Source: an optimization exercise on an open RTL-to-GDS flow (aim: small area, a short achievable clock period and few clock cycles). Production flows keep margins and buffers that such runs may drop. At most, simulation tests tie the RTL to the original design; equivalence was not proved. Power and IR drop assume default switching activity.

== lane 4 ==
==> module lru_page_replacement, before the edit <==
module lru_page_replacement #(
  parameter int FRAME_SLOTS = lru_pkg::FRAME_SLOTS_DEF
) (
  input  logic                             clk,
  input  logic                             rst_n,
  input  logic                             in_valid,
  output logic                             in_ready,
  input  logic [lru_pkg::PAGE_W-1:0]       in_page_number,
  output logic                             out_valid,
  input  logic                             out_ready,
  output logic                             out_fault,
  output logic [lru_pkg::FRAME_USED_W-1:0] out_frame_used,
  output logic                             out_evicted_valid,
  output logic [lru_pkg::PAGE_W-1:0]       out_evicted_page,
  output logic [lru_pkg::FAULT_CNT_W-1:0]  out_fault_total,
  input  logic                             cfg_psel,
  input  logic                             cfg_penable,
  input  logic                             cfg_pwrite,
  input  logic [lru_pkg::CFG_ADDR_W-1:0]   cfg_paddr,
  input  logic [lru_pkg::CFG_DATA_W-1:0]   cfg_pwdata,
  output logic [lru_pkg::CFG_DATA_W-1:0]   cfg_prdata,
  output logic                             cfg_pready
);
  localparam int N  = FRAME_SLOTS;
  localparam int PW = lru_pkg::PAGE_W;
  localparam int IDX_W = (N > 1) ? $clog2(N) : 1;
  logic [lru_pkg::FRAMES_W-1:0] frames_r;
  logic                         cfg_wr;
  logic [N-1:0]                 active;
  logic [N-1:0]                 act_nxt;
  assign cfg_pready = 1'b1;
  assign cfg_wr     = cfg_psel && cfg_penable && cfg_pwrite
                      && (cfg_paddr == lru_pkg::ADDR_FRAMES_IN_USE);
  assign cfg_prdata = (cfg_paddr == lru_pkg::ADDR_FRAMES_IN_USE)
                      ? lru_pkg::CFG_DATA_W'(frames_r) : '0;
  always_comb begin
    for (int k = 0; k < N; k++) begin
      act_nxt[k] = (k == 0) || (32'(cfg_pwdata[lru_pkg::FRAMES_W-1:0]) > k);
    end
  end
  always_ff @(posedge clk) begin
    if (!rst_n) begin
      frames_r <= lru_pkg::FRAMES_RESET;
      active   <= N'((1 << lru_pkg::FRAMES_RESET) - 1);
    end else if (cfg_wr) begin
      frames_r <= cfg_pwdata[lru_pkg::FRAMES_W-1:0];
      active   <= act_nxt;
    end
  end
  logic [PW-1:0] page_r [N];
  logic [N-1:0]  valid_r;
  logic [N-1:0]  rec_r [N];
  logic          b_v, o_v;
  logic [PW-1:0] b_page;
  logic [N-1:0]  b_match;
  logic          go;
  logic          acc;
  logic          commit;
  logic [N-1:0]  use_vec;
  assign go       = !o_v || out_ready;
  assign in_ready = go;
  assign acc      = in_valid && go;
  assign commit   = go && b_v;
  logic [N-1:0] in_match;
  logic         in_eq;
  assign in_eq = (in_page_number == b_page);
  always_comb begin
    for (int k = 0; k < N; k++) begin
      in_match[k] = use_vec[k] ? in_eq
                    : (valid_r[k] && active[k] && (page_r[k] == in_page_number));
    end
  end
  always_ff @(posedge clk) begin
    if (!rst_n) begin
      b_v <= 1'b0;
    end else if (go) begin
      b_v <= acc;
    end
  end
  always_ff @(posedge clk) begin
    if (go) begin
      b_page  <= in_page_number;
      b_match <= in_match;
    end
  end
  logic [N-1:0] m_vec, hit_sel, emp_vec, emp_sel, lru_sel, fill_sel;
  logic         hit, any_emp;
  logic [PW-1:0] lru_page;
  assign m_vec   = b_match;
  assign hit     = |m_vec;
  assign emp_vec = ~valid_r & active;
  always_comb begin
    for (int k = 0; k < N; k++) begin
      hit_sel[k] = m_vec[k];
      for (int j = 0; j < k; j++) begin
        hit_sel[k] = hit_sel[k] && !m_vec[j];
      end
    end
  end
  logic [N-1:0] top;
  logic         any_f, last_emp;
  always_comb begin
    for (int k = 0; k < N; k++) begin
      emp_sel[k] = emp_vec[k] && ((k == 0) || valid_r[(k == 0) ? 0 : k - 1]);
      top[k]     = active[k] && ((k == N - 1) || !active[(k == N - 1) ? k : k + 1]);
    end
  end
  assign any_f    = |emp_vec;
  assign last_emp = |(emp_sel & top);
  always_ff @(posedge clk) begin
    if (!commit) begin
      any_emp <= any_f;
    end else if (!hit && last_emp) begin
      any_emp <= 1'b0;
    end
  end
  always_comb begin
    for (int i = 0; i < N; i++) begin
      lru_sel[i] = active[i];
      for (int j = 0; j < N; j++) begin
        if (j < i) begin
          lru_sel[i] = lru_sel[i] && rec_r[j][i];
        end else if (j > i) begin
          lru_sel[i] = lru_sel[i] && (!active[j] || !rec_r[i][j]);
        end
      end
    end
  end
  always_comb begin
    lru_page = '0;
    for (int k = 0; k < N; k++) begin
      lru_page = lru_page | (page_r[k] & {PW{lru_sel[k]}});
    end
  end
  assign fill_sel = any_emp ? emp_sel : lru_sel;
  assign use_vec  = (hit ? hit_sel : fill_sel) & {N{b_v}};
  always_ff @(posedge clk) begin
    for (int k = 0; k < N; k++) begin
      if (commit && !hit && fill_sel[k]) begin
        page_r[k] <= b_page;
      end
    end
  end
  always_ff @(posedge clk) begin
    if (!rst_n) begin
      valid_r <= '0;
    end else if (commit) begin
      valid_r <= valid_r | (fill_sel & {N{!hit}});
    end
  end
  always_ff @(posedge clk) begin
    for (int i = 0; i < N; i++) begin
      for (int j = i + 1; j < N; j++) begin
        if (commit && use_vec[i]) begin
          rec_r[i][j] <= 1'b1;
        end else if (commit && use_vec[j]) begin
          rec_r[i][j] <= 1'b0;
        end
      end
    end
  end
  function automatic logic [IDX_W-1:0] enc(input logic [N-1:0] v);
    enc = '0;
    for (int k = 0; k < N; k++) begin
      if (v[k]) begin
        enc = enc | IDX_W'(k);
      end
    end
  endfunction
  logic [IDX_W-1:0] use_idx;
  assign use_idx = hit ? enc(hit_sel) : (any_emp ? enc(emp_sel) : enc(lru_sel));
  logic                            fault_r;
  logic [lru_pkg::FRAME_USED_W-1:0] frame_used_r;
  logic                            ev_valid_r;
  logic [PW-1:0]                   ev_page_r;
  logic [lru_pkg::FAULT_CNT_W-1:0] fault_cnt_r;
  always_ff @(posedge clk) begin
    if (!rst_n) begin
      o_v <= 1'b0;
    end else if (go) begin
      o_v <= b_v;
    end
  end
  always_ff @(posedge clk) begin
    if (!rst_n) begin
      fault_cnt_r <= '0;
    end else if (commit && !hit && (fault_cnt_r != '1)) begin
      fault_cnt_r <= fault_cnt_r + 1'b1;
    end
  end
  always_ff @(posedge clk) begin
    if (commit) begin
      fault_r      <= !hit;
      frame_used_r <= lru_pkg::FRAME_USED_W'(use_idx);
      ev_valid_r   <= !hit && !any_emp;
      ev_page_r    <= (!hit && !any_emp) ? lru_page : '0;
    end
  end
  assign out_valid         = o_v;
  assign out_fault         = fault_r;
  assign out_frame_used    = frame_used_r;
  assign out_evicted_valid = ev_valid_r;
  assign out_evicted_page  = ev_page_r;
  assign out_fault_total   = fault_cnt_r;
endmodule
make LEC_CHECK=0 ABC_CLOCK_PERIOD_IN_PS=2200 CAP_MARGIN=20 CORE_MARGIN=2 CORE_UTILIZATION=55 SETUP_SLACK_MARGIN=2.3 SLEW_MARGIN=20 finish   # period 5.0 ns
run.sh (not shown) runs the stock make flow with config.mk's settings and CLKGATE_MAP_FILE= SYNTH_SCRIPT=/design/flow/synth_recipe.tcl, a recipe that flattens the netlist after the stock synthesis.
Testbench counts of lane 4, summed over its fixed seeds: cycles 8,848.
### lane 4 -> lane 3
--- a/flow/design.v
+++ b/flow/design.v
@@ -134,18 +134,46 @@
       any_emp <= 1'b0;
     end
   end
+  logic [N-1:0] av_vec, lru_r, lru_x, lru_x_excl, lru_nx, below_lru;
+  logic         no_lru, lru_hit, lru_used;
+  assign av_vec     = valid_r & active;
+  assign lru_x_excl = lru_r & {N{b_v}};
   always_comb begin
     for (int i = 0; i < N; i++) begin
-      lru_sel[i] = active[i];
+      lru_x[i] = av_vec[i] && !lru_x_excl[i];
       for (int j = 0; j < N; j++) begin
         if (j < i) begin
-          lru_sel[i] = lru_sel[i] && rec_r[j][i];
+          lru_x[i] = lru_x[i] && (lru_x_excl[j] || rec_r[j][i]);
         end else if (j > i) begin
-          lru_sel[i] = lru_sel[i] && (!active[j] || !rec_r[i][j]);
+          lru_x[i] = lru_x[i] && (!av_vec[j] || lru_x_excl[j] || !rec_r[i][j]);
         end
       end
     end
   end
+  assign lru_nx = (|lru_x) ? lru_x : lru_r;
+  assign no_lru = !(|lru_r);
+  always_comb begin
+    for (int k = 0; k < N; k++) begin
+      below_lru[k] = 1'b0;
+      for (int j = k + 1; j < N; j++) begin
+        below_lru[k] = below_lru[k] || lru_r[j];
+      end
+    end
+  end
+  assign lru_hit  = (|(m_vec & lru_r)) && !(|(m_vec & below_lru));
+  assign lru_used = hit ? lru_hit : !any_emp;
+  always_ff @(posedge clk) begin
+    if (!b_v) begin
+      lru_r <= lru_x;
+    end else if (go) begin
+      if (no_lru) begin
+        lru_r <= emp_sel;
+      end else if (lru_used) begin
+        lru_r <= lru_nx;
+      end
+    end
+  end
+  assign lru_sel = lru_r;
   always_comb begin
     lru_page = '0;
     for (int k = 0; k < N; k++) begin
@@ -156,7 +184,7 @@
   assign use_vec  = (hit ? hit_sel : fill_sel) & {N{b_v}};
   always_ff @(posedge clk) begin
     for (int k = 0; k < N; k++) begin
-      if (commit && !hit && fill_sel[k]) begin
+      if (commit && use_vec[k]) begin
         page_r[k] <= b_page;
       end
     end
@@ -165,7 +193,7 @@
     if (!rst_n) begin
       valid_r <= '0;
     end else if (commit) begin
-      valid_r <= valid_r | (fill_sel & {N{!hit}});
+      valid_r <= valid_r | use_vec;
     end
   end
   always_ff @(posedge clk) begin
## What came out
Lane 3 finished all stages; the layout is clean.
Between lane 4 and lane 3, final area is higher for lane 3, lane 4 comes in under that.
The run showing the smaller routed wire length is lane 4.
In the reports for lane 4 and lane 3, the smaller multiplexer area fraction after synthesis belongs to lane 3.
On lane 3: share of power burned in the clock network is 1.1 points lower than what lane 4 gave.
Re tapcell count: lane 4 was lower than lane 3.
Diff lane 4 -> lane 3: critical path depth climbed 4, global routing usage summed across all routing layers climbed 2.3 points, die outline area climbed 3.2%.
Synthesized area sits higher in lane 3 than in lane 4.
active[13]$_SDFFE_PN0P_ as the startpoint of the most critical setup path was reported by lane 4, and valid_r[6]$_SDFFE_PN0P_ by lane 3.
Function not checked in lane 3: the RTL went through the layout flow alone.

-- port drivers added, routing unchanged --
Ports are ideal in the flow. The routed layouts listed here were re-timed in OpenROAD. Step 1: set_driving_cell puts a clkbuf_16 on clk and a buf_2 on each other input, an assumption about the parent block. Step 2 also shifts input and output timing later by t, the mid clock arrival at the registers, as if the neighbouring blocks saw the same clock. Three values: ideal ports, drivers, drivers and shift; two values: the first two.
run | shift t [ns] | setup WS [ns] | clock arrival spread, ns | worst register clock-pin slew, ns | cell pins on the clock port's net
lane 4 | 0.676 | 2.195 / 2.195 / 1.599 | 0.057 / 0.058 | 0.07 / 0.07 | 1
lane 3 | 0.683 | 2.001 / 2.001 / 1.592 | 0.035 / 0.035 | 0.07 / 0.07 | 1
After both steps every run listed still meets setup and hold. For lane 4, which loses most, drivers alone change the setup slack by 0.000 ns; drivers and shift together by -0.596 ns.
